What follows belongs to an exercise in optimizing a design on an open flow for small area and a short achievable clock period; a production flow would make more cautious choices. No run shown here included a check of the RTL's function; only the layout flow was run. Power and IR drop assume default switching activity.

**flow/config.mk**
```make
export PLATFORM = sky130hd
export DESIGN_NAME = id_stage_top
export DESIGN_NICKNAME = id_stage_top
export VERILOG_FILES = /design/flow/design.v
export SDC_FILE = /design/flow/constraint.sdc
export NUM_CORES = 4
export LEC_CHECK = 0
export CAP_MARGIN = 20
export CORE_MARGIN = 2
export CORE_UTILIZATION = 40
export SLEW_MARGIN = 20
```
**flow/constraint.sdc**
```tcl
create_clock -name core_clock -period 12.0 [get_ports {clk}]
set_input_delay 2.4000 -clock core_clock [delete_from_list [all_inputs] [get_ports {clk}]]
set_output_delay 2.4000 -clock core_clock [all_outputs]
set_load 0.01 [all_outputs]
```
**flow/design.v**
```verilog
package rv_isa_pkg;
	typedef enum logic [7-1:0] {
		OPC_LUI    = 7'b0110111,
		OPC_AUIPC  = 7'b0010111,
		OPC_JAL    = 7'b1101111,
		OPC_JALR   = 7'b1100111,
		OPC_BRANCH = 7'b1100011,
		OPC_LOAD   = 7'b0000011,
		OPC_STORE  = 7'b0100011,
		OPC_OP_IMM = 7'b0010011,
		OPC_OP     = 7'b0110011
	} opcode_e;
	localparam logic [3-1:0] F3_JALR    = 3'b000;
	localparam logic [3-1:0] F3_BEQ     = 3'b000;
	localparam logic [3-1:0] F3_BNE     = 3'b001;
	localparam logic [3-1:0] F3_BLT     = 3'b100;
	localparam logic [3-1:0] F3_BGE     = 3'b101;
	localparam logic [3-1:0] F3_BLTU    = 3'b110;
	localparam logic [3-1:0] F3_BGEU    = 3'b111;
	localparam logic [3-1:0] F3_LB      = 3'b000;
	localparam logic [3-1:0] F3_LH      = 3'b001;
	localparam logic [3-1:0] F3_LW      = 3'b010;
	localparam logic [3-1:0] F3_LBU     = 3'b100;
	localparam logic [3-1:0] F3_LHU     = 3'b101;
	localparam logic [3-1:0] F3_SB      = 3'b000;
	localparam logic [3-1:0] F3_SH      = 3'b001;
	localparam logic [3-1:0] F3_SW      = 3'b010;
	localparam logic [3-1:0] F3_ADD_SUB = 3'b000;
	localparam logic [3-1:0] F3_SLL     = 3'b001;
	localparam logic [3-1:0] F3_SLT     = 3'b010;
	localparam logic [3-1:0] F3_SLTU    = 3'b011;
	localparam logic [3-1:0] F3_XOR     = 3'b100;
	localparam logic [3-1:0] F3_SRL_SRA = 3'b101;
	localparam logic [3-1:0] F3_OR      = 3'b110;
	localparam logic [3-1:0] F3_AND     = 3'b111;
	localparam logic [7-1:0] F7_ADD     = 7'b0000000;
	localparam logic [7-1:0] F7_SUB     = 7'b0100000;
	localparam logic [7-1:0] F7_SRL     = 7'b0000000;
	localparam logic [7-1:0] F7_SRA     = 7'b0100000;
	localparam logic [5-1:0] REG_ZERO = '0;  
	typedef struct packed {
		logic [7-1:0]   funct7;
		logic [5-1:0] rs2;
		logic [5-1:0] rs1;
		logic [3-1:0]   funct3;
		logic [5-1:0] rd;
		logic [7-1:0]  opcode;
	} r_fmt_t;
	typedef struct packed {
		logic [11:0]        imm_11_0;
		logic [5-1:0] rs1;
		logic [3-1:0]   funct3;
		logic [5-1:0] rd;
		logic [7-1:0]  opcode;
	} i_fmt_t;
	typedef struct packed {
		logic [6:0]         imm_11_5;
		logic [5-1:0] rs2;
		logic [5-1:0] rs1;
		logic [3-1:0]   funct3;
		logic [4:0]         imm_4_0;
		logic [7-1:0]  opcode;
	} s_fmt_t;
	typedef struct packed {
		logic               imm_12;
		logic [5:0]         imm_10_5;
		logic [5-1:0] rs2;
		logic [5-1:0] rs1;
		logic [3-1:0]   funct3;
		logic [3:0]         imm_4_1;
		logic               imm_11;
		logic [7-1:0]  opcode;
	} b_fmt_t;
	typedef struct packed {
		logic [19:0]        imm_31_12;
		logic [5-1:0] rd;
		logic [7-1:0]  opcode;
	} u_fmt_t;
	typedef struct packed {
		logic               imm_20;
		logic [9:0]         imm_10_1;
		logic               imm_11;
		logic [7:0]         imm_19_12;
		logic [5-1:0] rd;
		logic [7-1:0]  opcode;
	} j_fmt_t;
	typedef union packed {
		r_fmt_t r;
		i_fmt_t i;
		s_fmt_t s;
		b_fmt_t b;
		u_fmt_t u;
		j_fmt_t j;
	} inst_u;
	typedef enum logic [2:0] {
		IMM_NONE  = 3'd0,
		IMM_I     = 3'd1,
		IMM_SHAMT = 3'd2,
		IMM_S     = 3'd3,
		IMM_B     = 3'd4,
		IMM_U     = 3'd5,
		IMM_J     = 3'd6
	} imm_sel_e;
endpackage
package rv_pipe_pkg;
	typedef enum logic [2:0] {
		ALU_NOP = 3'd0,
		ALU_LOG = 3'd1,  
		ALU_ARI = 3'd2,  
		ALU_SHI = 3'd3,
		ALU_JAB = 3'd4,  
		ALU_LAS = 3'd5   
	} alusel_e;
	typedef struct packed {
		logic               re1;
		logic               re2;
		logic [5-1:0] addr1;
		logic [5-1:0] addr2;
	} rf_read_t;
	typedef struct packed {
		logic               we;
		logic [5-1:0] addr;
		logic [32-1:0]   data;
	} fwd_t;
	typedef struct packed {
		logic               valid;
		logic               illegal;
		alusel_e            alusel;
		logic [7-1:0]  opcode;
		logic [3-1:0]   funct3;
		logic [7-1:0]   funct7;
		logic [32-1:0]   reg1;
		logic [32-1:0]   reg2;
		logic [5-1:0] wd;
		logic               wreg;
		logic [32-1:0]   link_addr;
		logic [32-1:0]   inst;
	} id_ex_t;
	typedef struct packed {
		logic             taken;
		logic [32-1:0] target;
	} branch_t;
endpackage
`timescale 1ns/10ps
module inst_decoder (
	input  logic [31:0] inst_i,
	output logic        lui_o,
	output logic        auipc_o,
	output logic        jal_o,
	output logic        jalr_o,    
	output logic        br_o,      
	output logic        ld_o,      
	output logic        st_o,      
	output logic        opi_o,     
	output logic        op_o,      
	output logic        legal_o,
	output logic        re1_o,
	output logic        re2_o,
	output logic [2:0]  alusel_o
);
	logic [6:0] opc;
	logic [2:0] f3;
	logic [6:0] f7;
	logic       f7_zero;
	logic       f7_alt;   
	logic       shift;
	assign opc     = inst_i[6:0];
	assign f3      = inst_i[14:12];
	assign f7      = inst_i[31:25];
	assign f7_zero = f7 == 7'b0000000;
	assign f7_alt  = f7[6] == 1'b0 && f7[4:0] == 5'b00000;
	assign shift   = f3[1:0] == 2'b01;
	assign lui_o   = opc == 7'b0110111;
	assign auipc_o = opc == 7'b0010111;
	assign jal_o   = opc == 7'b1101111;
	assign jalr_o  = opc == 7'b1100111 && f3 == 3'b000;
	assign br_o    = opc == 7'b1100011 && (f3[2] || !f3[1]);
	assign ld_o    = opc == 7'b0000011 && !(f3[1] && f3[0]) && !(f3[2] && f3[1]);
	assign st_o    = opc == 7'b0100011 && !f3[2] && !(f3[1] && f3[0]);
	assign opi_o   = opc == 7'b0010011 &&
		(f3 == 3'b001 ? f7_zero : f3 == 3'b101 ? f7_alt : 1'b1);
	assign op_o    = opc == 7'b0110011 &&
		((f3 == 3'b000 || f3 == 3'b101) ? f7_alt : f7_zero);
	assign legal_o = lui_o | auipc_o | jal_o | jalr_o | br_o | ld_o | st_o | opi_o | op_o;
	assign re1_o   = jalr_o | br_o | ld_o | st_o | opi_o | op_o;
	assign re2_o   = br_o | st_o | op_o;
	always_comb begin
		if (lui_o || auipc_o)
			alusel_o = 3'd1;
		else if (jal_o || jalr_o || br_o)
			alusel_o = 3'd4;
		else if (ld_o || st_o)
			alusel_o = 3'd5;
		else if (opi_o || op_o)
			alusel_o = shift ? 3'd3 : (f3[2] && f3 != 3'b101) ? 3'd1 : 3'd2;
		else
			alusel_o = 3'd0;
	end
endmodule
`timescale 1ns/10ps
module pfx_add32 #(parameter int KIND = 0) (
	input  logic [31:0] a_i,
	input  logic [31:0] b_i,
	output logic [31:0] s_o
);
	logic [31:0] g [6];
	logic [31:0] p [6];
	logic [31:0] c;    
	always_comb begin
		g[0] = a_i & b_i;
		p[0] = a_i ^ b_i;
		for (int l = 1; l < 6; l++) begin
			g[l] = g[l-1];
			p[l] = p[l-1];
		end
		if (KIND == 1) begin
			for (int l = 1; l < 6; l++) begin
				for (int i = 0; i < 32; i++) begin
					if ((i >> (l-1)) % 2 == 1) begin
						int j;
						j = ((i >> (l-1)) << (l-1)) - 1;
						g[l][i] = g[l-1][i] | (p[l-1][i] & g[l-1][j]);
						p[l][i] = p[l-1][i] & p[l-1][j];
					end else begin
						g[l][i] = g[l-1][i];
						p[l][i] = p[l-1][i];
					end
				end
			end
		end else begin
			for (int l = 1; l < 6; l++) begin
				for (int i = 0; i < 32; i++) begin
					if ((i + 1) % (1 << l) == 0) begin
						g[l][i] = g[l-1][i] | (p[l-1][i] & g[l-1][i - (1 << (l-1))]);
						p[l][i] = p[l-1][i] & p[l-1][i - (1 << (l-1))];
					end else begin
						g[l][i] = g[l-1][i];
						p[l][i] = p[l-1][i];
					end
				end
			end
		end
	end
	logic [31:0] gf;   
	always_comb begin
		if (KIND == 1) begin
			gf = g[5];
		end else begin
			logic [31:0] gg;
			gg = g[5];
			for (int l = 4; l >= 1; l--) begin
				for (int i = 0; i < 32; i++) begin
					if ((i + 1) % (1 << l) == (1 << (l-1)) && i >= (1 << l)) begin
						gg[i] = g[l-1][i] | (p[l-1][i] & gg[i - (1 << (l-1))]);
					end
				end
			end
			gf = gg;
		end
	end
	assign c   = {gf[30:0], 1'b0};
	assign s_o = p[0] ^ c;
endmodule
module cmp32 (
	input  logic [31:0] a_i,
	input  logic [31:0] b_i,
	output logic        lt_o,
	output logic        eq_o
);
	logic [31:0] l [6];
	logic [31:0] e [6];
	always_comb begin
		l[0] = ~a_i & b_i;
		e[0] = ~(a_i ^ b_i);
		for (int k = 1; k < 6; k++) begin
			l[k] = '0;
			e[k] = '0;
			for (int i = 0; i < (32 >> k); i++) begin
				l[k][i] = l[k-1][2*i+1] | (e[k-1][2*i+1] & l[k-1][2*i]);
				e[k][i] = e[k-1][2*i+1] & e[k-1][2*i];
			end
		end
	end
	assign lt_o = l[5][0];
	assign eq_o = e[5][0];
endmodule
`timescale 1ns/10ps
module id_stage_top (
	input  logic         clk,
	input  logic         rst_i,
	input  logic         inst_valid_i,
	input  logic [31:0]  pc_i,
	input  logic [31:0]  inst_i,
	input  logic [31:0]  rf_data1_i,
	input  logic [31:0]  rf_data2_i,
	input  logic [37:0]  ex_fwd_i,
	input  logic [37:0]  mem_fwd_i,
	input  logic         stall_i,
	output logic [11:0]  rf_read_o,
	output logic [32:0]  branch_o,
	output logic [155:0] id_ex_o
);
	logic       lui, auipc, jal, jalr, br, ld, st, opi, op, legal, re1, re2;
	logic [2:0] alusel_unused;
	inst_decoder u_dec (
		.inst_i  (inst_i),
		.lui_o   (lui),
		.auipc_o (auipc),
		.jal_o   (jal),
		.jalr_o  (jalr),
		.br_o    (br),
		.ld_o    (ld),
		.st_o    (st),
		.opi_o   (opi),
		.op_o    (op),
		.legal_o (legal),
		.re1_o   (re1),
		.re2_o   (re2),
		.alusel_o(alusel_unused)
	);
	logic [4:0] rs1, rs2;
	assign rs1 = inst_i[19:15];
	assign rs2 = inst_i[24:20];
	assign rf_read_o = {re1, re2, re1 ? rs1 : 5'd0, re2 ? rs2 : 5'd0};
	logic [31:0] imm_i, imm_s, imm_b, imm_u, imm_j, imm_sh;
	assign imm_i  = {{20{inst_i[31]}}, inst_i[31:20]};
	assign imm_s  = {{20{inst_i[31]}}, inst_i[31:25], inst_i[11:7]};
	assign imm_b  = {{20{inst_i[31]}}, inst_i[7], inst_i[30:25], inst_i[11:8], 1'b0};
	assign imm_u  = {inst_i[31:12], 12'b0};
	assign imm_j  = {{12{inst_i[31]}}, inst_i[19:12], inst_i[20], inst_i[30:21], 1'b0};
	assign imm_sh = {27'b0, inst_i[24:20]};
	logic        ex_we, mem_we;
	logic [4:0]  ex_a, mem_a;
	logic [31:0] ex_d, mem_d;
	assign {ex_we, ex_a, ex_d}    = ex_fwd_i;
	assign {mem_we, mem_a, mem_d} = mem_fwd_i;
	logic ex_hit1, mem_hit1, ex_hit2, mem_hit2;
	assign ex_hit1  = ex_we  && rs1 != 5'd0 && ex_a  == rs1;
	assign mem_hit1 = mem_we && rs1 != 5'd0 && mem_a == rs1;
	assign ex_hit2  = ex_we  && rs2 != 5'd0 && ex_a  == rs2;
	assign mem_hit2 = mem_we && rs2 != 5'd0 && mem_a == rs2;
	logic [31:0] f1, f2;
	assign f1 = ex_hit1 ? ex_d : mem_hit1 ? mem_d : rf_data1_i;
	assign f2 = ex_hit2 ? ex_d : mem_hit2 ? mem_d : rf_data2_i;
	logic eq, lt_u, lt_s, cond;
	cmp32 u_cmp (.a_i(f1), .b_i(f2), .lt_o(lt_u), .eq_o(eq));
	assign lt_s = (f1[31] != f2[31]) ? f1[31] : lt_u;
	always_comb begin
		case (inst_i[14:12])
			3'b000:  cond = eq;
			3'b001:  cond = !eq;
			3'b100:  cond = lt_s;
			3'b101:  cond = !lt_s;
			3'b110:  cond = lt_u;
			3'b111:  cond = !lt_u;
			default: cond = 1'b0;
		endcase
	end
	logic        a_rs1;
	logic [31:0] add_a, add_b, sum;
	assign a_rs1 = inst_i[6] && !inst_i[3] && inst_i[2];
	assign add_a = a_rs1 ? f1 : pc_i;
	assign add_b = !inst_i[6] ? imm_u : inst_i[3] ? imm_j : inst_i[2] ? imm_i : imm_b;
	pfx_add32 #(.KIND(1)) u_add (.a_i(add_a), .b_i(add_b), .s_o(sum));
	assign branch_o = {inst_valid_i && !stall_i && (jal || jalr || (br && cond)),
		sum[31:1], sum[0] && !a_rs1};
	logic [31:0] pc4;
	logic [31:0] inc_c;   
	always_comb begin
		inc_c = '0;
		inc_c[2] = 1'b1;
		for (int i = 3; i < 32; i++)
			inc_c[i] = inc_c[i-1] & pc_i[i-1];
	end
	assign pc4 = pc_i ^ inc_c;
	logic hold, load;
	assign hold = stall_i && !rst_i;
	assign load = !stall_i && !rst_i;
	logic s1_ex, s1_mem, s1_rf, s1_u, s1_sum, s1_j;
	logic s2_ex, s2_mem, s2_rf, s2_u, s2_sum, s2_pc4, s2_sh, s2_i;
	logic shift_i;
	assign shift_i = inst_i[13:12] == 2'b01;
	assign s1_ex  = load && re1 && ex_hit1;
	assign s1_mem = load && re1 && !ex_hit1 && mem_hit1;
	assign s1_rf  = load && re1 && !ex_hit1 && !mem_hit1;
	assign s1_u   = load && lui;
	assign s1_sum = load && auipc;
	assign s1_j   = load && jal;
	assign s2_ex  = load && re2 && ex_hit2;
	assign s2_mem = load && re2 && !ex_hit2 && mem_hit2;
	assign s2_rf  = load && re2 && !ex_hit2 && !mem_hit2;
	assign s2_u   = load && lui;
	assign s2_sum = load && auipc;
	assign s2_pc4 = load && (jal || jalr);
	assign s2_sh  = load && opi && shift_i;
	assign s2_i   = load && (ld || (opi && !shift_i));
	logic        v_q;
	logic [31:0] inst_q, r1_q, r2_q;
	logic [31:0] r1_d, r2_d;
	assign r1_d = ({32{hold}} & r1_q) | ({32{s1_ex}} & ex_d) | ({32{s1_mem}} & mem_d) |
		({32{s1_rf}} & rf_data1_i) | ({32{s1_u}} & imm_u) | ({32{s1_sum}} & sum) |
		({32{s1_j}} & imm_j);
	assign r2_d = ({32{hold}} & r2_q) | ({32{s2_ex}} & ex_d) | ({32{s2_mem}} & mem_d) |
		({32{s2_rf}} & rf_data2_i) | ({32{s2_u}} & imm_u) | ({32{s2_sum}} & sum) |
		({32{s2_pc4}} & pc4) | ({32{s2_sh}} & imm_sh) | ({32{s2_i}} & imm_i);
	always_ff @(posedge clk) begin
		v_q    <= (hold && v_q) || (load && inst_valid_i);
		inst_q <= ({32{hold}} & inst_q) | ({32{load}} & inst_i);
		r1_q   <= r1_d;
		r2_q   <= r2_d;
	end
	logic       q_lui, q_auipc, q_jal, q_jalr, q_br, q_ld, q_st, q_opi, q_op, q_legal;
	logic       q_re1, q_re2;
	logic [2:0] q_alusel;
	inst_decoder u_qdec (
		.inst_i  (inst_q),
		.lui_o   (q_lui),
		.auipc_o (q_auipc),
		.jal_o   (q_jal),
		.jalr_o  (q_jalr),
		.br_o    (q_br),
		.ld_o    (q_ld),
		.st_o    (q_st),
		.opi_o   (q_opi),
		.op_o    (q_op),
		.legal_o (q_legal),
		.re1_o   (q_re1),
		.re2_o   (q_re2),
		.alusel_o(q_alusel)
	);
	logic        q_jump, q_keep_f7;
	logic [2:0]  q_f3;
	logic [6:0]  q_f7;
	logic [31:0] q_reg2, q_link;
	assign q_jump    = q_jal || q_jalr;
	assign q_keep_f7 = q_alusel == 3'd3 || (q_op && inst_q[14:12] == 3'b000);
	assign q_f3      = (q_lui || q_auipc || q_jal) ? 3'd0 : inst_q[14:12];
	assign q_f7      = q_keep_f7 ? inst_q[31:25] : 7'd0;
	assign q_reg2    = !q_jump ? r2_q : q_jal ? r1_q : {{20{inst_q[31]}}, inst_q[31:20]};
	assign q_link    = q_jump ? r2_q : 32'd0;
	assign id_ex_o = {v_q, v_q && !q_legal, q_alusel, inst_q[6:0], q_f3, q_f7,
		r1_q, q_reg2, inst_q[11:7], q_legal && !q_br && !q_st, q_link, inst_q};
endmodule
```
**flow/flow/run.sh**
```bash
#!/bin/bash
# Standard ORFS layout; the only change is the cell that buffer_ports puts
# on every input and output port (a plain buffer instead of the default
# delay-buffer choice). Every tool's output goes to orfs/logs and flow.log.
set -euo pipefail
export BUFFER_PORTS_ARGS="-buffer_cell sky130_fd_sc_hd__buf_1"
bash standard.sh finish > flow.log 2>&1
```
**flow/standard.sh**
```bash
#!/bin/bash
# synth_recipe.tcl (not shown) runs the flow's synth.tcl, then flattens the netlist and writes it again
# the make line also repeats each setting of config.mk as NAME=value (left out here)
make -C /OpenROAD-flow-scripts/flow DESIGN_CONFIG=/design/flow/config.mk WORK_HOME=/design/flow/orfs CLKGATE_MAP_FILE= SYNTH_SCRIPT=/design/flow/synth_recipe.tcl "${@:-finish}"
```
==> summary.md, run 1 <==
| Metric | Value |
|---|---|
| Outcome | no timing/DRC/antenna violations |
| TNS Setup | 0 ps |
| Max Clk Rate | 0.0979 GHz |
| Top fanout value on the critical path | 34 |
| Count of buffers inserted at the top-level ports | between 400 and 500 |
| Gr busiest metal | met2 |
| Vias in the first global route | 12332 |
| Final HPWL from detailed placement | about 40000 um |
| Met2 global-route usage | 0.598 |
| Total number of vias | approximately 13000 |
| Crit path arrival time | a little under 8000 ps |
| TritonCTS clock tree | built |
| RSZ-0062 raised after global routing | no |
| Hold violation total from the final report | 0 |
| Htree depth | 3 |
| Area of placed instances | approximately 0.012 mm^2 |
| Antenna violations before repair | 2 |
| Final hold slack | 502 ps |
| Total clock buffers created by CTS | 9 |
| 1st-iter DRT viols | 1219 |
| Cts hold-fix bufs | 0 |
| Core area | between 0.02 and 0.03 mm^2 |
| Clock root buffer | sky130_fd_sc_hd__clkbuf_16 |
| DR WL/cell | 24.5 um |
| Actual slew at the worst max-slew pin | 1050 ps |
| Post-synth EDFFs | 0 |
| Most common cell after layout, fill and taps aside | sky130_fd_sc_hd__buf_1 |
| Worst relative slew slack | 0.301 |
| Maximum vdd drop | 54.6 uV |
| Post-layout minimum cycle time | 10220 ps |
| Detailed Routing Iterations Pass 1 | 7 |
| Io pins | 409 |
| Maximum number of pins on one net before global-route repair | 65 |
| Number of sinks driven by the clock tree | 97 |
| CP endpoint kind | output pin |
| Setup slack, reg-to-reg | 10720 ps |
| Met1 Track Usage GR | 0.441 |
| DP Cell Count | 2072 |
| Number of distinct standard cells referenced by the synthesized netlist | 81 |
| Clk latency of the worst-skew pair | ~370 ps |
| Post-layout net count | 2051 |
| Total number of yosys warnings | 8 |
| Cell taking the most area after synthesis | sky130_fd_sc_hd__dfxtp_1 |
| Number of endpoints failing setup at the final stage | 0 |
| Number of pins exceeding their max-slew limit in the final report | 0 |
| Instance count of the mapped netlist | 1429 |
| Routability congestion estimate | 0.993 |
| Most common cell on crit path | sky130_fd_sc_hd__a21oi_1 |
| Portion of the post-synthesis area used by sequential elements | 0.185 |
| Share of the synthesized area in the top cell type | 0.185 |
| Via density per instance | 6.09 |
| Filler cell count in the final layout | 2761 |
| Slowest cell on crit path | sky130_fd_sc_hd__a2111oi_0 |
| Cell Pwr Density | 85.7 mW/mm^2 |
| Commonest non-fill, non-tap cells in the layout | 400 x sky130_fd_sc_hd__buf_1, 177 x sky130_fd_sc_hd__nand2_1, 143 x sky130_fd_sc_hd__a21oi_1 |
| Count of nets left with antenna violations after detail routing | 0 |
| GR Overflow Total | 0 |
| Layout overhead on the synthesized area | 18.3% |
| Met3 demand-to-capacity share in global routing | 0.0396 |
| Syn_area_per_cell | between 7 and 8 um^2 |
| Buffer and inverter count on the worst path | 3 |
| Clock buffer depth | 2 |
| Cell-by-cell listing of the critical path | buf_1 > xnor2_1 > nand4_1 > nor3_4 > buf_4 > mux2i_1 > nor2_1 > a21oi_1 > o21ai_0 > ha_1 > nand4_1 > a2111oi_0 > nand2_1 > a21oi_1 > a21o_1 > a21oi_1 > xnor2_1 > buf_1 |
| DIE AREA | 0.0276 mm^2 |
| Kind of path behind the tightest hold check | reg2reg |
| Remaining routing DRC violations | 0 |
| Leakage component of the power | between 5 and 6 nW |
| Post-Route WL | 51300 um |
| Cell area after technology mapping | 0.0105 mm^2 |
| Synth area leaders | sky130_fd_sc_hd__dfxtp_1 18%, sky130_fd_sc_hd__mux2i_1 11%, sky130_fd_sc_hd__ha_1 11%, sky130_fd_sc_hd__a21oi_1 6.8%, sky130_fd_sc_hd__nand2_1 6.4% |
| Number of non-filler instances in the completed layout | 2090 |
| Delay-heaviest family, CP | compound AO/OA/AOI/OAI gates |
| Wire length of the first global-routing pass | 75600 um |
| Number of placement rows | 59 |
| Required time of the critical path | 9600 ps |
| Clock-pin slew on the worst setup and hold paths | 80 ps |
| Setup slack at placement | ~1900 ps |
| Post-cts gate resize count | 0 |
| Combined global-route utilization of all metal layers | 0.357 |
| Horizontal extent of the die | 166 um |
| Starting utilization of the core area | 0.406 |
| Post-route design area | about 0.012 mm^2 |
| Number of maximum-capacitance violations | 0 |
| Die height | 166 um |
| Slowest cell delay on critical path | 790 ps |
| Critical setup path kind | in2out |
| Flip-flop cell with the highest count after synthesis | sky130_fd_sc_hd__dfxtp_1 |
| Share of synthesized flip-flops with an asynchronous set or reset | 0 |
| Max Clock Skew | 0 ps |
| Critical path startpoint category | primary input |
| Count of buffers added by post-CTS timing repair for setup | 0 |
| Final Worst Setup Slack | 1780 ps |
| Synthesized flop and latch total | 97 |
| Share of layout cells above drive strength 1 | 0.0439 |
| Final period util | 0.852 |
registers in the layout (all words and copies together), names as in the netlist:
| register | cells |
|---|---|
| inst_q | 32 |
| r1_q | 32 |
| r2_q | 32 |
| v_q | 1 |
synthesized netlist by cell type, types with 5 or more instances:
cell type                    n
sky130_fd_sc_hd__and3_1      9
sky130_fd_sc_hd__a221o_1    22
sky130_fd_sc_hd__a21o_1     21
sky130_fd_sc_hd__and2_1      9
sky130_fd_sc_hd__nor3_1      9
sky130_fd_sc_hd__nor2b_1    45
sky130_fd_sc_hd__o221ai_1    7
sky130_fd_sc_hd__nand3_1    29
sky130_fd_sc_hd__a222oi_1   16
sky130_fd_sc_hd__nor4_1      7
sky130_fd_sc_hd__a211oi_1   10
sky130_fd_sc_hd__a221oi_1   15
sky130_fd_sc_hd__a22oi_1    28
sky130_fd_sc_hd__o21ai_0   126
sky130_fd_sc_hd__nand4_1    14
sky130_fd_sc_hd__clkbuf_1   64
sky130_fd_sc_hd__mux2i_1   113
sky130_fd_sc_hd__xor2_1     18
sky130_fd_sc_hd__inv_1      34
sky130_fd_sc_hd__buf_2      31
sky130_fd_sc_hd__mux2_2      5
sky130_fd_sc_hd__xnor2_1    30
sky130_fd_sc_hd__nand2b_1   10
sky130_fd_sc_hd__buf_4      22
sky130_fd_sc_hd__fa_1        5
sky130_fd_sc_hd__nand2_1   178
sky130_fd_sc_hd__o211ai_1    8
sky130_fd_sc_hd__a21oi_1   143
sky130_fd_sc_hd__ha_1       90
sky130_fd_sc_hd__buf_1       6
sky130_fd_sc_hd__dfxtp_1    97
sky130_fd_sc_hd__o21a_1      6
sky130_fd_sc_hd__nor2_1    125
sky130_fd_sc_hd__a22o_1      6
worst paths after layout:
path                          from          endpoint  depth (start not counted)
hold reg to reg        v_q$_DFF_P_       v_q$_DFF_P_                          2
setup / recovery        inst_i[19]      branch_o[19]                         18
hold / removal         v_q$_DFF_P_       v_q$_DFF_P_                          2
setup reg to reg  r2_q[21]$_DFF_P_  r2_q[21]$_DFF_P_                          3
cell type report:
cell class | instances | area [um^2] | share of cell area
flip-flops and latches | 97 | 1940 | 0.156
inverters | 35 | 131 | 0.0106
clock inverters | 7 | 83.8 | 0.00674
diodes | 2 | 5.00 | 0.000402
well taps | 335 | 419 | 0.0337
clock buffers | 9 | 225 | 0.0181
multi-input cells | 1177 | 7930 | 0.637
repair buffers | 428 | 1710 | 0.137
power by group:
part | switching, W | internal, W | leakage (nW) | total (W)
combinational | 0.000261 | 0.000138 | 4.20 | 0.000399
clock | 0.000161 | 0.000167 | 0.149 | 0.000327
sequential | 0.0000104 | 0.000330 | 0.788 | 0.000340
total | 0.000432 | 0.000635 | 5.13 | 0.00107
routing by layer:
layer | up-vias | share of wire
li1 | 5808 | -
met1 | 6001 | 0.39
met2 | 753 | 0.47
met3 | 162 | 0.076
met4 | 0 | 0.063
met5 | - | 0
through the flow:
stage	util	total power, W
after floorplan	-	0.000585
after global placement	0.468	0.000736
after detailed placement	0.468	0.000738
after CTS	0.480	0.00106
after global routing	0.480	0.00111
final	0.480	0.00107
tightest hold or removal path, stage by stage, from the launching register on:
cell,delay (ps)
sky130_fd_sc_hd__dfxtp_1,330
sky130_fd_sc_hd__nand2_1,70
sky130_fd_sc_hd__a21oi_1,60
logic make-up after synthesis:
logic type,Yosys count,synth area share
flops,97,0.185
other cells,1,0.000357
simple gates,470,0.210
mux,119,0.114
compound gates,438,0.263
buf+inv,160,0.0695
fa+ha+maj,95,0.117
xor+xnor,49,0.0415
==> run 2, diff against run 1 <==
--- a/flow/design.v
+++ b/flow/design.v
@@ -199,91 +199,4 @@
 endmodule
 `timescale 1ns/10ps
-module pfx_add32 #(parameter int KIND = 0) (
-	input  logic [31:0] a_i,
-	input  logic [31:0] b_i,
-	output logic [31:0] s_o
-);
-	logic [31:0] g [6];
-	logic [31:0] p [6];
-	logic [31:0] c;    
-	always_comb begin
-		g[0] = a_i & b_i;
-		p[0] = a_i ^ b_i;
-		for (int l = 1; l < 6; l++) begin
-			g[l] = g[l-1];
-			p[l] = p[l-1];
-		end
-		if (KIND == 1) begin
-			for (int l = 1; l < 6; l++) begin
-				for (int i = 0; i < 32; i++) begin
-					if ((i >> (l-1)) % 2 == 1) begin
-						int j;
-						j = ((i >> (l-1)) << (l-1)) - 1;
-						g[l][i] = g[l-1][i] | (p[l-1][i] & g[l-1][j]);
-						p[l][i] = p[l-1][i] & p[l-1][j];
-					end else begin
-						g[l][i] = g[l-1][i];
-						p[l][i] = p[l-1][i];
-					end
-				end
-			end
-		end else begin
-			for (int l = 1; l < 6; l++) begin
-				for (int i = 0; i < 32; i++) begin
-					if ((i + 1) % (1 << l) == 0) begin
-						g[l][i] = g[l-1][i] | (p[l-1][i] & g[l-1][i - (1 << (l-1))]);
-						p[l][i] = p[l-1][i] & p[l-1][i - (1 << (l-1))];
-					end else begin
-						g[l][i] = g[l-1][i];
-						p[l][i] = p[l-1][i];
-					end
-				end
-			end
-		end
-	end
-	logic [31:0] gf;   
-	always_comb begin
-		if (KIND == 1) begin
-			gf = g[5];
-		end else begin
-			logic [31:0] gg;
-			gg = g[5];
-			for (int l = 4; l >= 1; l--) begin
-				for (int i = 0; i < 32; i++) begin
-					if ((i + 1) % (1 << l) == (1 << (l-1)) && i >= (1 << l)) begin
-						gg[i] = g[l-1][i] | (p[l-1][i] & gg[i - (1 << (l-1))]);
-					end
-				end
-			end
-			gf = gg;
-		end
-	end
-	assign c   = {gf[30:0], 1'b0};
-	assign s_o = p[0] ^ c;
-endmodule
-module cmp32 (
-	input  logic [31:0] a_i,
-	input  logic [31:0] b_i,
-	output logic        lt_o,
-	output logic        eq_o
-);
-	logic [31:0] l [6];
-	logic [31:0] e [6];
-	always_comb begin
-		l[0] = ~a_i & b_i;
-		e[0] = ~(a_i ^ b_i);
-		for (int k = 1; k < 6; k++) begin
-			l[k] = '0;
-			e[k] = '0;
-			for (int i = 0; i < (32 >> k); i++) begin
-				l[k][i] = l[k-1][2*i+1] | (e[k-1][2*i+1] & l[k-1][2*i]);
-				e[k][i] = e[k-1][2*i+1] & e[k-1][2*i];
-			end
-		end
-	end
-	assign lt_o = l[5][0];
-	assign eq_o = e[5][0];
-endmodule
-`timescale 1ns/10ps
 module id_stage_top (
 	input  logic         clk,
@@ -344,5 +257,6 @@
 	assign f2 = ex_hit2 ? ex_d : mem_hit2 ? mem_d : rf_data2_i;
 	logic eq, lt_u, lt_s, cond;
-	cmp32 u_cmp (.a_i(f1), .b_i(f2), .lt_o(lt_u), .eq_o(eq));
+	assign eq   = f1 == f2;
+	assign lt_u = f1 < f2;
 	assign lt_s = (f1[31] != f2[31]) ? f1[31] : lt_u;
 	always_comb begin
@@ -362,51 +276,29 @@
 	assign add_a = a_rs1 ? f1 : pc_i;
 	assign add_b = !inst_i[6] ? imm_u : inst_i[3] ? imm_j : inst_i[2] ? imm_i : imm_b;
-	pfx_add32 #(.KIND(1)) u_add (.a_i(add_a), .b_i(add_b), .s_o(sum));
+	assign sum   = add_a + add_b;
 	assign branch_o = {inst_valid_i && !stall_i && (jal || jalr || (br && cond)),
 		sum[31:1], sum[0] && !a_rs1};
 	logic [31:0] pc4;
-	logic [31:0] inc_c;   
-	always_comb begin
-		inc_c = '0;
-		inc_c[2] = 1'b1;
-		for (int i = 3; i < 32; i++)
-			inc_c[i] = inc_c[i-1] & pc_i[i-1];
-	end
-	assign pc4 = pc_i ^ inc_c;
-	logic hold, load;
-	assign hold = stall_i && !rst_i;
-	assign load = !stall_i && !rst_i;
-	logic s1_ex, s1_mem, s1_rf, s1_u, s1_sum, s1_j;
-	logic s2_ex, s2_mem, s2_rf, s2_u, s2_sum, s2_pc4, s2_sh, s2_i;
-	logic shift_i;
-	assign shift_i = inst_i[13:12] == 2'b01;
-	assign s1_ex  = load && re1 && ex_hit1;
-	assign s1_mem = load && re1 && !ex_hit1 && mem_hit1;
-	assign s1_rf  = load && re1 && !ex_hit1 && !mem_hit1;
-	assign s1_u   = load && lui;
-	assign s1_sum = load && auipc;
-	assign s1_j   = load && jal;
-	assign s2_ex  = load && re2 && ex_hit2;
-	assign s2_mem = load && re2 && !ex_hit2 && mem_hit2;
-	assign s2_rf  = load && re2 && !ex_hit2 && !mem_hit2;
-	assign s2_u   = load && lui;
-	assign s2_sum = load && auipc;
-	assign s2_pc4 = load && (jal || jalr);
-	assign s2_sh  = load && opi && shift_i;
-	assign s2_i   = load && (ld || (opi && !shift_i));
+	logic [31:0] imm1, imm2, r1_d, r2_d;
+	assign pc4  = {pc_i[31:2] + 30'd1, pc_i[1:0]};
+	assign imm1 = lui ? imm_u : auipc ? sum : jal ? imm_j : 32'd0;
+	assign imm2 = lui ? imm_u : auipc ? sum : (jal || jalr) ? pc4 :
+		(opi && inst_i[13:12] == 2'b01) ? imm_sh : (ld || opi) ? imm_i : 32'd0;
+	assign r1_d = re1 ? f1 : imm1;
+	assign r2_d = re2 ? f2 : imm2;
 	logic        v_q;
 	logic [31:0] inst_q, r1_q, r2_q;
-	logic [31:0] r1_d, r2_d;
-	assign r1_d = ({32{hold}} & r1_q) | ({32{s1_ex}} & ex_d) | ({32{s1_mem}} & mem_d) |
-		({32{s1_rf}} & rf_data1_i) | ({32{s1_u}} & imm_u) | ({32{s1_sum}} & sum) |
-		({32{s1_j}} & imm_j);
-	assign r2_d = ({32{hold}} & r2_q) | ({32{s2_ex}} & ex_d) | ({32{s2_mem}} & mem_d) |
-		({32{s2_rf}} & rf_data2_i) | ({32{s2_u}} & imm_u) | ({32{s2_sum}} & sum) |
-		({32{s2_pc4}} & pc4) | ({32{s2_sh}} & imm_sh) | ({32{s2_i}} & imm_i);
 	always_ff @(posedge clk) begin
-		v_q    <= (hold && v_q) || (load && inst_valid_i);
-		inst_q <= ({32{hold}} & inst_q) | ({32{load}} & inst_i);
-		r1_q   <= r1_d;
-		r2_q   <= r2_d;
+		if (rst_i) begin
+			v_q    <= 1'b0;
+			inst_q <= '0;
+			r1_q   <= '0;
+			r2_q   <= '0;
+		end else if (!stall_i) begin
+			v_q    <= inst_valid_i;
+			inst_q <= inst_i;
+			r1_q   <= r1_d;
+			r2_q   <= r2_d;
+		end
 	end
 	logic       q_lui, q_auipc, q_jal, q_jalr, q_br, q_ld, q_st, q_opi, q_op, q_legal;
==> flow/run.sh (new file) <==
#!/bin/bash
# synth_recipe.tcl (not shown) runs the flow's synth.tcl, then flattens the netlist and writes it again
# the make line also repeats each setting of config.mk as NAME=value (left out here)
make -C /OpenROAD-flow-scripts/flow DESIGN_CONFIG=/design/flow/config.mk WORK_HOME=/design/flow/orfs CLKGATE_MAP_FILE= SYNTH_SCRIPT=/design/flow/synth_recipe.tcl finish
removed: flow/flow/run.sh
removed: flow/standard.sh
==> run 2 against run 1 <==
Against the previous run: highest routed layer unchanged; worst hold slack worse by 6.6 ps; maximum frequency down 6.8%; total power up 22%; critical endpoint is now branch_o[28]; via count up 12%; register-to-register slack better by 210 ps; first-iteration DRC count up 17%; die area up 9.9%; area after synthesis up 10%; critical path type unchanged; largest cell class unchanged; critical path depth unchanged; design area up 28%.
==> summary.md, run 2 <==
| Metric | Value |
|---|---|
| Number of placement rows | 62 (+5.1%) |
| Routability congestion estimate | 1.02 (+2.8%) |
| Number of maximum-capacitance violations | 0 (unchanged) |
| Remaining routing DRC violations | 0 (unchanged) |
| Worst r2r path cells | 2 (-1) |
| Launch instance of the worst min-delay path | r2_q[3]$_SDFFE_PP0N_ |
| Post-cts gate resize count | 0 (unchanged) |
| Commonest non-fill, non-tap cells in the layout | 400 x sky130_fd_sc_hd__clkdlybuf4s50_1, 169 x sky130_fd_sc_hd__nand2_1, 148 x sky130_fd_sc_hd__nor2_1 |
| TNS Setup | 0 ps (unchanged) |
| Vias in the first global route | 13787 (+12%) |
| Slowest cell on crit path | sky130_fd_sc_hd__clkdlybuf4s50_1 |
| Maximum number of pins on one net before global-route repair | 69 (+6.2%) |
| CP endpoint kind | output pin |
| Clock buffer depth | 2 (unchanged) |
| Flip-flop cell with the highest count after synthesis | sky130_fd_sc_hd__dfxtp_1 |
| Cts hold-fix bufs | 0 (unchanged) |
| Delay-heaviest family, CP | buffers and inverters |
| Number of endpoints failing setup at the final stage | 0 (unchanged) |
| Worst relative slew slack | 0.268 (-0.0331) |
| Setup crit end | branch_o[28] |
| Total number of yosys warnings | 2 (-6) |
| Starting utilization of the core area | 0.405 (-0.00128) |
| Buffer and inverter count on the worst path | 3 (unchanged) |
| Final period util | 0.914 (+0.0622) |
| Number of sinks driven by the clock tree | 97 (unchanged) |
| Cell taking the most area after synthesis | sky130_fd_sc_hd__dfxtp_1 |
| Required time of the critical path | 9600 ps (about the same) |
| Post-synth EDFFs | 0 (unchanged) |
| RSZ-0062 raised after global routing | no |
| Core area | 0.0286 mm^2 (+10%) |
| 1st-iter DRT viols | 1432 (+17%) |
| Hold violation total from the final report | 0 (unchanged) |
| Post-layout net count | 2180 (+6.3%) |
| Horizontal extent of the die | 174 um (+4.8%) |
| Synthesized flop and latch total | 97 (unchanged) |
| Syn_area_per_cell | 7.24 um^2 (-1.6%) |
| Antenna violations before repair | 1 (-1) |
| Post-Route WL | 60300 um (+18%) |
| Actual slew at the worst max-slew pin | 1100 ps (+52.0 ps) |
| Count of buffers added by post-CTS timing repair for setup | 0 (unchanged) |
| Top Registers | inst_q (32), r1_q (32), r2_q (32) |
| Detailed Routing Iterations Pass 1 | 7 (unchanged) |
| Most instantiated cells after synthesis | 169 x sky130_fd_sc_hd__nand2_1, 148 x sky130_fd_sc_hd__nor2_1, 125 x sky130_fd_sc_hd__a21oi_1, 117 x sky130_fd_sc_hd__o21ai_0, 110 x sky130_fd_sc_hd__mux2i_1 |
| Maximum vdd drop | 68.3 uV (+25%) |
| Number of pins exceeding their max-slew limit in the final report | 0 (unchanged) |
| Total number of vias | 14231 (+12%) |
| Count of nets left with antenna violations after detail routing | 0 (unchanged) |
| Clock root buffer | sky130_fd_sc_hd__clkbuf_16 |
| Wire length of the first global-routing pass | 88500 um (+17%) |
| Cell Pwr Density | 81.4 mW/mm^2 (-5.1%) |
| Slowest cell delay on critical path | 810 ps (+20 ps) |
| Kind of path behind the tightest hold check | reg2reg |
| Most common cell after layout, fill and taps aside | sky130_fd_sc_hd__clkdlybuf4s50_1 |
| Max Clk Rate | 0.0912 GHz (-6.8%) |
| Area of placed instances | 0.0157 mm^2 (+29%) |
| Number of distinct standard cells referenced by the synthesized netlist | 94 (+16%) |
| Count of buffers inserted at the top-level ports | 402 (unchanged) |
| Leakage component of the power | 5.98 nW (+16%) |
| Critical setup path kind | in2out |
| Worst setup startpoint | inst_i[19] |
| Most common cell in the netlist | sky130_fd_sc_hd__nand2_1 |
| Die height | 174 um (+4.8%) |
| Most common cell on crit path | sky130_fd_sc_hd__clkdlybuf4s50_1 |
| Crit path arrival time | 8570 ps (+750 ps) |
| Crit. path cell count | 18 (unchanged) |
| Final HPWL from detailed placement | 47900 um (+20%) |
| Post-layout minimum cycle time | 10970 ps (+746 ps) |
| Clk latency of the worst-skew pair | 360 ps (about the same) |
| DR WL/cell | 26.2 um (+6.9%) |
| Instance count of the mapped netlist | 1599 (+12%) |
| Top fanout value on the critical path | 18 (-47%) |
| GR Overflow Total | 0 (unchanged) |
| Outcome | no timing/DRC/antenna violations |
| Share of the synthesized area in the top cell type | 0.168 (-0.0170) |
| Critical path startpoint category | primary input |
| Cell area after technology mapping | 0.0116 mm^2 (+10%) |
| Layout overhead on the synthesized area | 38.0% |
| Capture point of the worst reg-to-reg path | r1_q[19]$_SDFFE_PP0N_ |
| TritonCTS clock tree | built |
| Via density per instance | 6.20 (+1.8%) |
| Post-route design area | 0.0160 mm^2 (+28%) |
| Max Clock Skew | 0 ps (unchanged) |
| Synth area leaders | sky130_fd_sc_hd__dfxtp_1 17%, sky130_fd_sc_hd__mux2i_1 9.5%, sky130_fd_sc_hd__ha_1 6.9%, sky130_fd_sc_hd__nand2_1 5.5%, sky130_fd_sc_hd__a21oi_1 5.4% |
| Share of layout cells above drive strength 1 | 0.0601 (+0.0162) |
| Share of synthesized flip-flops with an asynchronous set or reset | 0 (unchanged) |
| Io pins | 409 (unchanged) |
| Portion of the post-synthesis area used by sequential elements | 0.168 (-0.0170) |
| DIE AREA | 0.0303 mm^2 (+9.9%) |
| Total clock buffers created by CTS | 9 (unchanged) |
| Number of stages on the worst hold path | 2 (unchanged) |
| Combined global-route utilization of all metal layers | 0.385 (+0.0281) |
| Overall power consumption | 0.00130 W (+22%) |
| Clock-pin slew on the worst setup and hold paths | 80 ps (about the same) |
| Reg2reg start | r1_q[19]$_SDFFE_PP0N_ |
| Htree depth | 3 (unchanged) |
| Setup slack, reg-to-reg | 10930 ps (+210 ps) |
| Cell-by-cell listing of the critical path | clkdlybuf4s50_1 > xnor2_1 > nand4_1 > nor2_4 > buf_4 > mux2i_1 > nor2_1 > a21oi_1 > o21ai_0 > ha_1 > fa_1 > a21o_1 > a221o_1 > nand2_1 > a31oi_1 > a31o_1 > nor3_1 > clkdlybuf4s50_1 |
## run 2: cell types whose count changed after synthesis, moves of 18 or more
| cell | change |
|---|---|
| sky130_fd_sc_hd__a21oi_1 | -18 |
| sky130_fd_sc_hd__and2_1 | +30 |
| sky130_fd_sc_hd__ha_1 | -26 |
| sky130_fd_sc_hd__mux2_2 | +26 |
| sky130_fd_sc_hd__nor2_1 | +23 |
| sky130_fd_sc_hd__nor2b_1 | -38 |
| sky130_fd_sc_hd__nor3_1 | +22 |
| sky130_fd_sc_hd__o21ai_1 | +44 |
## run 2: where the power goes
part | leakage (nW) | total, W | switching, W | internal, W
Clock | 0.150 | 0.000308 | 0.000159 | 0.000149
Combinational | 5.03 | 0.000636 | 0.000356 | 0.000280
Sequential | 0.799 | 0.000358 | 0.0000184 | 0.000339
Total | 5.98 | 0.00130 | 0.000533 | 0.000768
## run 2: stage by stage
step	hold slack, ps	std cells	setup WS, ps	utilization
after global routing	515	2297	752	0.558
after floorplan	454	1604	3350	-
final	495	2297	1030	0.558
after CTS	496	2296	1220	0.558
after global placement	478	2280	1370	0.548
after detailed placement	481	2280	1270	0.548
## run 2: area by class of cell
type                       instances  area (um^2)
antenna                            1         2.50
tap                              384          480
clock buffer                       9          225
multi-input combinational       1317         8820
sequential                        97         1940
inverter                          49          184
timing repair buffer             433         4250
clock inverter                     7         81.3
fill                            2711        12600
## run 2: metal layers
layer,vias to the layer above,part of all wire,GRT usage
met5,-,0,0
met4,0,0.074,0.245
met3,193,0.079,0.0573
met2,824,0.46,0.637
met1,6774,0.39,0.467
li1,6440,-,-
## run 2: kinds of logic after synthesis
group                    after synthesis  synth area share
multiplexers                         146             0.130
AND/OR/NAND/NOR                      528             0.223
adder cells (fa/ha/maj)               65            0.0709
flip-flops                            97             0.168
AO/OA/AOI/OAI                        496             0.274
buffers and inverters                190            0.0763
XOR/XNOR                              76            0.0581
other                                  1          0.000324
## run 2: how the worst min path moves through the flow
stage	endpoint
final	r2_q[3]$_SDFFE_PP0N_
after global routing	r2_q[3]$_SDFFE_PP0N_
after CTS	r2_q[3]$_SDFFE_PP0N_
after detailed placement	r2_q[3]$_SDFFE_PP0N_
after global placement	inst_q[15]$_SDFFE_PP0N_
after floorplan	v_q$_SDFFE_PP0N_
## run 2: worst min-delay path, stage by stage, from the launching register on
cell                      delay [ps]
sky130_fd_sc_hd__dfxtp_1         330
sky130_fd_sc_hd__nor2_1           80
sky130_fd_sc_hd__nor3_1           50
==> run 3, diff against run 2 <==
==> flow/flow/run.sh (new file) <==
#!/bin/bash
# Standard ORFS layout; the only change is the cell that buffer_ports puts
# on every input and output port (a plain buffer instead of the default
# delay-buffer choice). Every tool's output goes to orfs/logs and flow.log.
set -euo pipefail
export BUFFER_PORTS_ARGS="-buffer_cell sky130_fd_sc_hd__buf_1"
bash standard.sh finish > flow.log 2>&1
==> flow/standard.sh (new file) <==
#!/bin/bash
# synth_recipe.tcl (not shown) runs the flow's synth.tcl, then flattens the netlist and writes it again
# the make line also repeats each setting of config.mk as NAME=value (left out here)
make -C /OpenROAD-flow-scripts/flow DESIGN_CONFIG=/design/flow/config.mk WORK_HOME=/design/flow/orfs CLKGATE_MAP_FILE= SYNTH_SCRIPT=/design/flow/synth_recipe.tcl "${@:-finish}"
removed: flow/run.sh
==> run 3 against run 2 <==
Against the previous run: area after synthesis did not move; global-route usage decreased by 1.8 points; total power is 9.9% lower; flip-flop and latch count stayed put.
==> summary.md, run 3 <==
| Metric | Value |
|---|---|
| Cell taking the most area after synthesis | sky130_fd_sc_hd__dfxtp_1 |
| Cell Pwr Density | 87.2 mW/mm^2 (+7.1%) |
| Required time of the critical path | 9600 ps (about the same) |
| Top Registers | inst_q (32), r1_q (32), r2_q (32) |
| Critical setup path kind | in2out |
| Total clock buffers created by CTS | 9 (unchanged) |
| Remaining routing DRC violations | 0 (unchanged) |
| Most instantiated cells after synthesis | 169 x sky130_fd_sc_hd__nand2_1, 148 x sky130_fd_sc_hd__nor2_1, 125 x sky130_fd_sc_hd__a21oi_1, 117 x sky130_fd_sc_hd__o21ai_0, 110 x sky130_fd_sc_hd__mux2i_1 |
| Hold violation total from the final report | 0 (unchanged) |
| TritonCTS clock tree | built |
| Io pins | 409 (unchanged) |
| Via density per instance | 6.15 (-0.76%) |
| RSZ-0062 raised after global routing | no |
| Outcome | no timing/DRC/antenna violations |
| Vias in the first global route | 13273 (-3.7%) |
| Post-layout net count | 2179 (-0.046%) |
| Slowest cell on crit path | sky130_fd_sc_hd__nor3_1 |
| Syn_area_per_cell | 7.24 um^2 (unchanged) |
| Final Worst Setup Slack | 2200 ps (+1170 ps) |
| Share of the synthesized area in the top cell type | 0.168 (unchanged) |
| Clock buffer depth | 2 (unchanged) |
| Number of endpoints failing setup at the final stage | 0 (unchanged) |
| Number of sinks driven by the clock tree | 97 (unchanged) |
| Antenna Diode Count | 0 (-1) |
| CP endpoint kind | output pin |
| Clk latency of the worst-skew pair | 360 ps (about the same) |
| Most common cell after layout, fill and taps aside | sky130_fd_sc_hd__buf_1 |
| Horizontal extent of the die | 174 um (unchanged) |
| Final HPWL from detailed placement | 45900 um (-4.2%) |
| Detailed Routing Iterations Pass 1 | 9 (+2) |
| Post-synth EDFFs | 0 (unchanged) |
| Layout overhead on the synthesized area | 16.2% |
| Post-Route WL | 57500 um (-4.6%) |
| Actual slew at the worst max-slew pin | 1040 ps (-56.2 ps) |
| Instance count of the mapped netlist | 1599 (unchanged) |
| Total number of vias | 14105 (-0.89%) |
| Htree depth | 3 (unchanged) |
| Number of pins exceeding their max-slew limit in the final report | 0 (unchanged) |
| Total number of yosys warnings | 2 (unchanged) |
| Top fanout value on the critical path | 62 (+44) |
| Synthesized flop and latch total | 97 (unchanged) |
| Buffer and inverter count on the worst path | 3 (unchanged) |
| Maximum vdd drop | 72.4 uV (+6.0%) |
| 1st-iter DRT viols | 1355 (-5.4%) |
| Count of buffers added by post-CTS timing repair for setup | 0 (unchanged) |
| Synth area leaders | sky130_fd_sc_hd__dfxtp_1 17%, sky130_fd_sc_hd__mux2i_1 9.5%, sky130_fd_sc_hd__ha_1 6.9%, sky130_fd_sc_hd__nand2_1 5.5%, sky130_fd_sc_hd__a21oi_1 5.4% |
| Worst relative slew slack | 0.300 (+0.0317) |
| GR Overflow Total | 0 (unchanged) |
| Core area | 0.0286 mm^2 (unchanged) |
| Cell-by-cell listing of the critical path | buf_1 > xnor2_1 > nand4_1 > nor3_4 > buf_4 > o21ai_1 > mux2_2 > ha_1 > a21o_1 > a21o_1 > a221o_1 > a31oi_1 > mux2_2 > nor3_1 > buf_1 |
| Share of layout cells above drive strength 1 | 0.0597 (-0.000461) |
| Kind of path behind the tightest hold check | reg2reg |
| Final hold slack | 501 ps (+5.28 ps) |
| Portion of the post-synthesis area used by sequential elements | 0.168 (unchanged) |
| Clock root buffer | sky130_fd_sc_hd__clkbuf_16 |
| Number of distinct standard cells referenced by the synthesized netlist | 94 (unchanged) |
| Most common cell in the netlist | sky130_fd_sc_hd__nand2_1 |
| Crit path arrival time | 7400 ps (-1170 ps) |
| Flip-flop cell with the highest count after synthesis | sky130_fd_sc_hd__dfxtp_1 |
| Count of buffers inserted at the top-level ports | 402 (unchanged) |
| DR WL/cell | 25.1 um (-4.5%) |
| Number of maximum-capacitance violations | 0 (unchanged) |
| Wire length of the first global-routing pass | 84200 um (-4.9%) |
| Critical path startpoint category | primary input |
| DIE AREA | 0.0303 mm^2 (unchanged) |
| Share of synthesized flip-flops with an asynchronous set or reset | 0 (unchanged) |
| Max Clk Rate | 0.102 GHz (+12%) |
| Delay-heaviest family, CP | compound AO/OA/AOI/OAI gates |
| Cell area after technology mapping | 0.0116 mm^2 (unchanged) |
| Slowest cell delay on critical path | 630 ps (-180 ps) |
| Cts hold-fix bufs | 0 (unchanged) |
| Maximum number of pins on one net before global-route repair | 69 (unchanged) |
| Final period util | 0.817 (-0.0971) |
| Combined global-route utilization of all metal layers | 0.367 (-0.0182) |
| Number of placement rows | 62 (unchanged) |
| Die height | 174 um (unchanged) |
| Starting utilization of the core area | 0.405 (unchanged) |
| Max Clock Skew | 0 ps (unchanged) |
| Routability congestion estimate | 1.08 (+5.6%) |
| Antenna violations before repair | 0 (-1) |
| Post-layout minimum cycle time | 9800 ps (-1170 ps) |
| Count of nets left with antenna violations after detail routing | 0 (unchanged) |
| TNS Setup | 0 ps (unchanged) |
| Leakage component of the power | 4.92 nW (-18%) |
| Clock-pin slew on the worst setup and hold paths | 70 ps (about the same) |
| Setup slack at placement | 2330 ps (+1060 ps) |
| Post-cts gate resize count | 0 (unchanged) |
| Commonest non-fill, non-tap cells in the layout | 400 x sky130_fd_sc_hd__buf_1, 169 x sky130_fd_sc_hd__nand2_1, 148 x sky130_fd_sc_hd__nor2_1 |
==> run 3: cell counts after synthesis <==
Identical to the previous run, type by type.
==> run 3: worst register-to-register path, stage by stage (launching register included) <==
cell                      delay (ps)
sky130_fd_sc_hd__dfxtp_1         340
sky130_fd_sc_hd__inv_1            80
sky130_fd_sc_hd__a221o_1         340
sky130_fd_sc_hd__a31oi_1         180
==> run 3: path summary, 6_finish.rpt <==
kind                           endpoint                  start  slack, ps  cells past startpoint
hold reg to reg   r2_q[15]$_SDFFE_PP0N_  r2_q[15]$_SDFFE_PP0N_        500                      2
setup reg to reg  r2_q[24]$_SDFFE_PP0N_  r2_q[24]$_SDFFE_PP0N_      10970                      3
setup / recovery           branch_o[28]             inst_i[15]       2200                     15
hold / removal    r2_q[15]$_SDFFE_PP0N_  r2_q[15]$_SDFFE_PP0N_        500                      2
==> run 3: cell families (layout without fill, tap and decap cells) <==
family	Yosys count	in the layout	synth area share
muxes	146	146	0.130
xor gates and xnor gates	76	76	0.0581
DFF	97	97	0.168
buffers and inverters	190	496	0.0763
AOI/OAI and AO/OA	496	496	0.274
other	1	6	0.000324
adders and majority gates	65	65	0.0709
and+or+nand+nor	528	528	0.223
==> run 3: where the power goes <==
part           total [W]  switching [W]  internal, W
Sequential      0.000358      0.0000191     0.000339
Combinational   0.000523       0.000350     0.000173
Clock           0.000291       0.000148     0.000143
Total            0.00117       0.000517     0.000655
==> run 3: per-stage QoR <==
stage | cells | total power (W) | area (um^2) | utilization
finish | 2294 | 0.00117 | 13500 | 0.470
global route | 2294 | 0.00122 | 13500 | 0.470
CTS | 2294 | 0.00116 | 13500 | 0.470
detailed placement | 2279 | 0.000874 | 13200 | 0.460
global placement | 2279 | 0.000876 | 13200 | 0.460
floorplan | 1604 | 0.000670 | 11600 | -
==> run 3: routing by layer <==
layer / up-vias / routed length, um / track usage
met2: 772 / 26500 / 0.612
li1: 6436 / - / -
met5: - / 0 / 0
met1: 6735 / 22800 / 0.449
met4: 0 / 3860 / 0.212
met3: 162 / 4340 / 0.0545
==> run 3: layout make-up <==
class                   instances  area [um^2]
inverters                      49          184
flip-flops and latches         97         1940
repair buffers                432         1740
clock inverters                 6         51.3
well taps                     384          480
fillers                      3032        15200
multi-input cells            1317         8830
clock buffers                   9          225

[separate check: timing with driven ports]
The flow's constraints put no driver on any port. The routed layouts listed below were extracted and timed again, unchanged, in two steps. Step 1, drivers: a clkbuf_16 drives clk and a buf_2 each remaining input, both assumed. Step 2, shift: input delay + t, output delay - t, t = (earliest + latest rising clock arrival at the registers) / 2. This alone moves slack from input paths to output paths. Slacks: ideal ports / drivers / drivers and shift; pairs: ideal ports / drivers.
run	shift t [ns]	setup slack, ns	clock arrival spread, ns	worst slew at a driven data input, ns	cell pins on the clock port's net
run 1	0.413	1.780 / 1.757 / 1.757	0.012 / 0.012	0.08	1
run 2	0.423	1.034 / 1.009 / 1.009	0.022 / 0.022	0.09	1
run 3	0.417	2.199 / 2.175 / 2.175	0.029 / 0.029	0.09	1
After both steps every run listed still meets setup and hold. For run 2, which loses most, drivers alone change the setup slack by -0.025 ns; drivers and shift together by -0.025 ns.
